This design comes from an exercise in tuning for small area and a short achievable clock period on the open sky130 flow, not from production work.
In this exercise RTL edits were held to simulation tests only and were not proved equivalent to the original.
Power is estimated from default activity; no workload was simulated.

File: flow/design.v
package axi_txn_sig_pkg;
    localparam int SIG_W      = 32;
    localparam int MAX_ADDR_W = 64;
    localparam int MAX_DATA_W = 1024;
    typedef struct packed {
        logic [MAX_ADDR_W-1:0] addr;
        logic [7:0]            len;
        logic [SIG_W-1:0]      data_sig;
        logic [8:0]            beats;
    } sig_rec_t;
    localparam int REC_W = MAX_ADDR_W + 8 + SIG_W + 9;
    function automatic logic [SIG_W-1:0] fold32(input logic [MAX_DATA_W-1:0] data);
        logic [SIG_W-1:0] f;
        f = '0;
        for (int i = 0; i < MAX_DATA_W / SIG_W; i++) begin
            f = f ^ data[i*SIG_W +: SIG_W];
        end
        fold32 = f;
    endfunction
endpackage
module axi_txn_sig_capture
#(
    parameter int ADDR_W = 32,
    parameter int DATA_W = 64,
    parameter int DEPTH  = 8
) (
    input  logic              aclk,
    input  logic              aresetn,
    input  logic              clr,
    input  logic              awvalid,
    input  logic              awready,
    input  logic [ADDR_W-1:0] awaddr,
    input  logic [7:0]        awlen,
    input  logic              wvalid,
    input  logic              wready,
    input  logic              wlast,
    input  logic [DATA_W-1:0] wdata,
    input  logic              rec_pop,
    output logic              rec_valid,
    output axi_txn_sig_pkg::sig_rec_t rec,
    output logic              overflow,
    output logic              len_err,
    output logic              empty
);
    localparam int PW = $clog2(DEPTH);
    localparam int MAX_ADDR_W_L = axi_txn_sig_pkg::MAX_ADDR_W;
    localparam int MAX_DATA_W_L = axi_txn_sig_pkg::MAX_DATA_W;
    localparam int REC_W        = axi_txn_sig_pkg::REC_W;
    localparam logic [PW:0] FULL_CNT = (PW+1)'(DEPTH);
    logic rst;
    assign rst = !aresetn || clr;
    logic             aw_hs, w_hs, last_hs;
    logic [axi_txn_sig_pkg::SIG_W-1:0] acc, acc_next;
    logic [8:0]       beats;
    assign aw_hs    = awvalid && awready;
    assign w_hs     = wvalid && wready;
    assign last_hs  = w_hs && wlast;
    assign acc_next = {acc[axi_txn_sig_pkg::SIG_W-2:0], acc[axi_txn_sig_pkg::SIG_W-1]} ^ axi_txn_sig_pkg::fold32(MAX_DATA_W_L'(wdata));
    logic [ADDR_W-1:0] cmd_addr_mem [DEPTH];
    logic [7:0]        cmd_len_mem  [DEPTH];
    logic [PW-1:0]     cmd_wp, cmd_rp;
    logic [PW:0]       cmd_cnt;
    logic [axi_txn_sig_pkg::SIG_W-1:0]  dsig_sig_mem   [DEPTH];
    logic [8:0]        dsig_beats_mem [DEPTH];
    logic [PW-1:0]     dsig_wp, dsig_rp;
    logic [PW:0]       dsig_cnt;
    logic [REC_W-1:0]  rec_mem [DEPTH];
    logic [PW-1:0]     rec_wp, rec_rp;
    logic [PW:0]       rec_cnt;
    logic     do_join, cmd_push, dsig_push, cmd_drop, dsig_drop;
    logic     rec_store, rec_take, beats_bad;
    axi_txn_sig_pkg::sig_rec_t join_rec;
    assign do_join = (cmd_cnt != '0) && (dsig_cnt != '0) && (rec_cnt != FULL_CNT);
    assign cmd_push  = aw_hs && ((cmd_cnt != FULL_CNT) || do_join);
    assign cmd_drop  = aw_hs && !cmd_push;
    assign dsig_push = last_hs && ((dsig_cnt != FULL_CNT) || do_join);
    assign dsig_drop = last_hs && !dsig_push;
    logic [MAX_ADDR_W_L-1:0] join_addr;
    assign join_addr         = MAX_ADDR_W_L'(cmd_addr_mem[cmd_rp]);
    assign join_rec.addr     = join_addr;
    assign join_rec.len      = cmd_len_mem[cmd_rp];
    assign join_rec.data_sig = dsig_sig_mem[dsig_rp];
    assign join_rec.beats    = dsig_beats_mem[dsig_rp];
    assign beats_bad = dsig_beats_mem[dsig_rp] != ({1'b0, cmd_len_mem[cmd_rp]} + 9'd1);
    assign rec_valid = (rec_cnt != '0) || do_join;
    assign rec       = (rec_cnt != '0) ? rec_mem[rec_rp] : join_rec;
    assign rec_take  = rec_pop && (rec_cnt != '0);
    assign rec_store = do_join && !((rec_cnt == '0) && rec_pop);
    assign empty = (cmd_cnt == '0) && (dsig_cnt == '0) && (rec_cnt == '0) && (beats == '0);
    always_ff @(posedge aclk) begin
        if (cmd_push) begin
            cmd_addr_mem[cmd_wp] <= awaddr;
            cmd_len_mem[cmd_wp]  <= awlen;
        end
        if (dsig_push) begin
            dsig_sig_mem[dsig_wp]   <= acc_next;
            dsig_beats_mem[dsig_wp] <= beats + 9'd1;
        end
        if (rec_store) begin
            rec_mem[rec_wp] <= join_rec;
        end
    end
    always_ff @(posedge aclk) begin
        if (rst) begin
            acc      <= '0;
            beats    <= '0;
            cmd_wp   <= '0;
            cmd_rp   <= '0;
            cmd_cnt  <= '0;
            dsig_wp  <= '0;
            dsig_rp  <= '0;
            dsig_cnt <= '0;
            rec_wp   <= '0;
            rec_rp   <= '0;
            rec_cnt  <= '0;
            overflow <= 1'b0;
            len_err  <= 1'b0;
        end else begin
            if (w_hs) begin
                acc   <= wlast ? '0 : acc_next;
                beats <= wlast ? '0 : beats + 9'd1;
            end
            if (cmd_push)  cmd_wp  <= cmd_wp + PW'(1);
            if (do_join)   cmd_rp  <= cmd_rp + PW'(1);
            if (dsig_push) dsig_wp <= dsig_wp + PW'(1);
            if (do_join)   dsig_rp <= dsig_rp + PW'(1);
            if (rec_store) rec_wp  <= rec_wp + PW'(1);
            if (rec_take)  rec_rp  <= rec_rp + PW'(1);
            cmd_cnt  <= cmd_cnt + (PW+1)'(cmd_push) - (PW+1)'(do_join);
            dsig_cnt <= dsig_cnt + (PW+1)'(dsig_push) - (PW+1)'(do_join);
            rec_cnt  <= rec_cnt + (PW+1)'(rec_store) - (PW+1)'(rec_take);
            if (cmd_drop || dsig_drop) overflow <= 1'b1;
            if (do_join && beats_bad)  len_err  <= 1'b1;
        end
    end
endmodule
module axi_txn_sig_scoreboard
#(
    parameter int ADDR_W  = 32,
    parameter int DATA_W  = 64,
    parameter int DEPTH   = 8,
    parameter int CNT_W   = 16,
    parameter int TIMEOUT = 1024
) (
    input  logic              aclk,
    input  logic              aresetn,
    input  logic              clr,
    input  logic              u_awvalid,
    input  logic              u_awready,
    input  logic [ADDR_W-1:0] u_awaddr,
    input  logic [7:0]        u_awlen,
    input  logic              u_wvalid,
    input  logic              u_wready,
    input  logic              u_wlast,
    input  logic [DATA_W-1:0] u_wdata,
    input  logic              d_awvalid,
    input  logic              d_awready,
    input  logic [ADDR_W-1:0] d_awaddr,
    input  logic [7:0]        d_awlen,
    input  logic              d_wvalid,
    input  logic              d_wready,
    input  logic              d_wlast,
    input  logic [DATA_W-1:0] d_wdata,
    output logic [CNT_W-1:0]  pass_cnt,
    output logic [CNT_W-1:0]  fail_cnt,
    output logic              mismatch,
    output logic [ADDR_W-1:0] first_fail_addr,
    output logic              overflow,
    output logic              len_err,
    output logic              idle
);
    if (DATA_W % axi_txn_sig_pkg::SIG_W != 0 || DATA_W > axi_txn_sig_pkg::MAX_DATA_W || ADDR_W > axi_txn_sig_pkg::MAX_ADDR_W ||
        DEPTH < 2 || (DEPTH & (DEPTH - 1)) != 0 || TIMEOUT < 1) begin : g_param_check
        $error("axi_txn_sig_scoreboard: illegal parameter set");
    end
    logic     rst;
    logic     u_rec_valid, d_rec_valid, u_ovf, d_ovf, u_len_err, d_len_err, u_empty, d_empty;
    axi_txn_sig_pkg::sig_rec_t u_rec, d_rec;
    logic     cmp;
    assign rst = !aresetn || clr;
    assign cmp = u_rec_valid && d_rec_valid;
    axi_txn_sig_capture #(.ADDR_W(ADDR_W), .DATA_W(DATA_W), .DEPTH(DEPTH)) u_cap (
        .aclk(aclk), .aresetn(aresetn), .clr(clr),
        .awvalid(u_awvalid), .awready(u_awready), .awaddr(u_awaddr), .awlen(u_awlen),
        .wvalid(u_wvalid), .wready(u_wready), .wlast(u_wlast), .wdata(u_wdata),
        .rec_pop(cmp), .rec_valid(u_rec_valid), .rec(u_rec),
        .overflow(u_ovf), .len_err(u_len_err), .empty(u_empty)
    );
    axi_txn_sig_capture #(.ADDR_W(ADDR_W), .DATA_W(DATA_W), .DEPTH(DEPTH)) d_cap (
        .aclk(aclk), .aresetn(aresetn), .clr(clr),
        .awvalid(d_awvalid), .awready(d_awready), .awaddr(d_awaddr), .awlen(d_awlen),
        .wvalid(d_wvalid), .wready(d_wready), .wlast(d_wlast), .wdata(d_wdata),
        .rec_pop(cmp), .rec_valid(d_rec_valid), .rec(d_rec),
        .overflow(d_ovf), .len_err(d_len_err), .empty(d_empty)
    );
    assign overflow = u_ovf || d_ovf;
    assign len_err  = u_len_err || d_len_err;
    assign idle     = u_empty && d_empty;
    always_ff @(posedge aclk) begin
        if (rst) begin
            pass_cnt        <= '0;
            fail_cnt        <= '0;
            mismatch        <= 1'b0;
            first_fail_addr <= '0;
        end else if (cmp) begin
            if (u_rec == d_rec) begin
                if (pass_cnt != '1) pass_cnt <= pass_cnt + CNT_W'(1);
            end else begin
                if (fail_cnt != '1) fail_cnt <= fail_cnt + CNT_W'(1);
                mismatch <= 1'b1;
                if (!mismatch) first_fail_addr <= u_rec.addr[ADDR_W-1:0];
            end
        end
    end
endmodule
File: flow/run.sh
#!/bin/bash
# synth_recipe.tcl (not shown) runs the flow's synth.tcl, then flattens the netlist and writes it again
# the make line also repeats each setting of config.mk as NAME=value (left out here)
make -C /OpenROAD-flow-scripts/flow DESIGN_CONFIG=/design/flow/config.mk WORK_HOME=/design/flow/orfs CLKGATE_MAP_FILE= SYNTH_SCRIPT=/design/flow/synth_recipe.tcl finish
File: flow/config.mk
export PLATFORM = sky130hd
export DESIGN_NAME = axi_txn_sig_scoreboard
export DESIGN_NICKNAME = axi_txn_sig_scoreboard
export VERILOG_FILES = /design/flow/design.v
export SDC_FILE = /design/flow/constraint.sdc
export NUM_CORES = 4
export LEC_CHECK = 0
export CAP_MARGIN = 20
export CORE_MARGIN = 2
export CORE_UTILIZATION = 40
export SLEW_MARGIN = 20
File: flow/constraint.sdc
create_clock -name core_clock -period 6.0 [get_ports {aclk}]
set_input_delay 1.2000 -clock core_clock [delete_from_list [all_inputs] [get_ports {aclk}]]
set_output_delay 1.2000 -clock core_clock [all_outputs]
set_load 0.01 [all_outputs]
==> run summary <==
[cells in the final DEF, fill, tap and decap left out, types with 17 or more instances in the layout]
cell             instances
edfxtp_1              2592
mux4_2                 626
clkbuf_16              313
clkdlybuf4s50_1        288
nor2_1                 234
nand2_1                225
dfxtp_1                211
mux2i_1                207
xnor2_1                204
buf_4                  200
mux2_2                 150
a21oi_1                128
clkbuf_1                86
a22oi_1                 82
inv_1                   76
xor2_1                  65
nand2b_1                64
a22o_1                  57
ha_1                    56
clkinv_1                56
o21ai_0                 46
nand3_1                 40
buf_12                  40
clkinv_2                31
nor2_4                  27
and3_1                  23
bufinv_16               20
nor3_1                  18
nand4_1                 17
[routing by layer]
layer | vias up | GRT usage (%) | share of wire, %
li1 | 23712 | - | -
met1 | 29492 | 26.1 | 43
met2 | 1599 | 31.4 | 49
met3 | 404 | 2.88 | 5.5
met4 | 22 | 5.58 | 3.0
met5 | - | 0 | 0.052
[final cells by class]
type,count,share of cell area (%)
antenna,9,0.0174
clock buffer,414,6.45
clock inverter,133,1.00
inverter,77,0.223
multi-input combinational,2440,21.1
sequential,2821,63.6
tap,3705,3.57
timing repair buffer,529,4.00
[synthesized netlist by cell type (all sizes together) (11+ instances only)]
master  number
nand2      225
mux2       150
a22oi       82
nand4       17
nor4        17
nor2b       12
a21oi      129
a21o        11
and2        16
dfxtp      229
edfxtp    2592
ha          56
o21ai       55
xor2        65
nor2       266
inv         77
xnor2      211
nand2b      65
buf        179
mux2i      208
mux4       626
clkbuf      95
and3        23
nor3        37
a22o        57
nand3       40
[worst max-delay path: stages, from the launching register on]
cell,delay [ns]
dfxtp_4,0.87
mux4_2,0.61
mux2_2,0.41
mux2i_1,0.60
xor2_1,0.37
nand4_1,0.23
nor4_1,0.38
nand4_1,0.27
or3_4,0.43
nor2_1,0.14
buf_4,0.29
and4_1,0.25
mux2i_1,0.17
[stage by stage]
step           util, %  total power [µW]  TNS (ns)  worst slack [ns]
2_1_floorplan        -             22500   -139.87            -0.224
3_3_place_gp      43.4             23100         0             0.598
3_5_place_dp      43.4             23100         0             0.696
4_1_cts           46.9             41300         0             0.678
5_1_grt           46.9             42000         0             0.557
6_report          46.9             40900         0             0.855
[power groups by stage]
stage          clock network (µW)  logic [µW]  registers [µW]
6_report                    18200        1110           21600
5_1_grt                     19300        1190           21600
4_1_cts                     18600        1120           21600
3_5_place_dp                    0        1120           22000
3_3_place_gp                    0        1090           22000
2_1_floorplan                   0         499           22000
[worst min path at each step]
stage	startpoint	to	slack [ns]
2_1_floorplan	d_cap.len_err$_SDFFE_PP0P_	d_cap.len_err$_SDFFE_PP0P_	0.43
4_1_cts	u_cap.len_err$_SDFFE_PP0P_	u_cap.len_err$_SDFFE_PP0P_	0.46
3_3_place_gp	u_cap.len_err$_SDFFE_PP0P_	u_cap.len_err$_SDFFE_PP0P_	0.45
5_1_grt	d_cap.len_err$_SDFFE_PP0P_	d_cap.len_err$_SDFFE_PP0P_	0.48
6_report	u_cap.len_err$_SDFFE_PP0P_	u_cap.len_err$_SDFFE_PP0P_	0.46
3_5_place_dp	u_cap.len_err$_SDFFE_PP0P_	u_cap.len_err$_SDFFE_PP0P_	0.45
[cells by family (layout without fill, tap and decap cells)]
logic type / Yosys count / count (layout) / synth area share (%)
AND/OR/NAND/NOR: 744 / 744 / 3.04
buffers and inverters: 351 / 1153 / 1.71
multiplexers: 984 / 984 / 16.1
XOR/XNOR: 276 / 276 / 2.17
adder cells (fa/ha/maj): 62 / 62 / 0.738
AO/OA/AOI/OAI: 374 / 374 / 2.21
other: 0 / 9 / 0
flip-flops: 2821 / 2821 / 74.1
[registers in the layout, summed over array words and instances, names as in the netlist, 32 cells and up, named ones only]
signal / flops
u_cap.rec_mem: 648
u_cap.dsig_beats_mem: 72
d_cap.acc: 32
d_cap.rec_mem: 648
d_cap.cmd_len_mem: 64
d_cap.dsig_sig_mem: 256
d_cap.cmd_addr_mem: 256
u_cap.acc: 32
first_fail_addr: 32
u_cap.cmd_len_mem: 64
u_cap.dsig_sig_mem: 256
u_cap.cmd_addr_mem: 256
d_cap.dsig_beats_mem: 72
==> impl_metrics.tcl <==
set metrics [dict create \
    fin_crit_sh_pct 85.8 \
    status "finished clean" \
    multiInputGateArea_um2 27400 \
    finalWeightedCongestion 0.786 \
    yosys.area.top_type "edfxtp_1" \
    regArea_um2 82500 \
    reg2reg_to "pass_cnt[7]$_SDFFE_PP0P_" \
    cp_max_fo 35 \
    cp-endpoint "pass_cnt[7]$_SDFFE_PP0P_" \
    cts-buffers-inserted 305 \
    grt_max_degree 92 \
    hold_depth 2 \
    power_frac_comb_pct 2.7 \
    synth.yosys.warnings 2 \
    crit_type "reg2reg" \
    placed_cells 9571 \
    cts_sinks 2821 \
    ys_ff_latch 2821 \
    die_area_um2 282000 \
    final_cells 10128 \
    post_cts_buffers 0 \
    rrSetupSlack_ns 0.85 \
    ys_types 67 \
    die_x_um 531 \
    maxCapViolCount 0 \
    ctsHoldBuffers 0 \
    cts_max_level 5 \
    synth_edf_count 2592 \
    core-area_um2 276000 \
    cts_tree "yes" \
    grt_antenna_before_repair 24 \
    powerDensity_nw_per_um2 315 \
    drive_gt1_share_pct 23.7 \
    cts.path.max_buffers 4 \
    ys_top_cells_by_area "edfxtp_1, mux4_2, dfxtp_1, mux2i_1, xnor2_1" \
    ys_seq_area_share_pct 74.1 \
    globalRoute.totalOverflow 0 \
    design_area_um2 130000 \
    period_minus_slack_ns 5.15 \
    vias 55229 \
    hold_class "reg2reg" \
    drt-vias-per-instance 5.45 \
    syn_area_per_cell_um2 19.8 \
    io_pins 289 \
    slew_viol_final 0 \
    syn_inst 5612 \
    final-hold-violation-count 0 \
    startpoint_type "register" \
    grt_pass1_wl_um 396000 \
    clk_latency_ns 0.89 \
    grt_pass1_vias 56319 \
    rows 193 \
    first_pass_iters 6 \
    cts_resized 0 \
    final_antenna_net_count 0 \
    p_sw_share_pct 20.3 \
    drt-total-wl_um 274000 \
    synth_area_um2 111000 \
    slew_headroom_pct 22.6 \
    drt-initial-drc-count 5189 \
    power.leakage_uw 0.0398 \
    clockRootBuffer "clkbuf_16" \
    wire_per_inst_um 27.0 \
    p_int_uw 32600 \
    syn_to_final_growth_pct 16.5 \
    n_fill_cell 23042 \
    start_util_pct 40.2 \
    ir_drop_mv 0.244 \
    dpl_cell_area_um2 120000 \
    finalNetCount 6457 \
    grt_use_total_pct 19.0 \
    ys.flop_type "edfxtp_1" \
    worstSetupEndpointType "register" \
    rr_worst_depth 12 \
    die_h_um 531 \
    synthesis.nets 5895 \
    clk_pin_slew_ns 0.07 \
    dp_hpwl_um 169000 \
    p_switching_uw 8280 \
    critical_path_required_ns 6.79 \
    async_flop_share_pct 0 \
    finalSetupViolations 0 \
    rsz0062_at_grt "no" \
    hold_ws_ns 0.463 \
    seqPwrFrac_pct 52.8 \
    worst_pin_slew_ns 1.15 \
    drc 0 \
    numPortBuffers 288 \
    finClkSkew_ns 0.0594 \
    arrival_ns 5.94 \
    yosys.area.top_type_share_pct 69.9 \
    clockPowerShare_pct 44.5 \
    max_freq_ghz 0.194 \
]

-- afterwards: timing with drivers on the ports --
The results above use ideal ports. As a check the final layout listed here was re-extracted and re-timed, cells and wires unchanged.
Step 1 sets driving cells, clkbuf_16 on the clock port and buf_2 on the other inputs (assumed; they add their load-dependent delay and slew).
Step 2 moves the port delays by t, midway between the first and last clock arrival at a register: inputs arrive t later, outputs are due t later. That takes back most of the time a late clock gives input paths.
a / b / c = ideal / step 1 / step 2; a / b = the first two.
t (ns): 0.943
setup slack, ns: 0.855 / 0.855 / 0.855
worst slew at a driven data input, ns: 0.14
cell pins on the clock port's net: 1
After both steps this run still meets setup and hold. For this run, drivers alone change the setup slack by 0.000 ns; drivers and shift together by 0.000 ns.
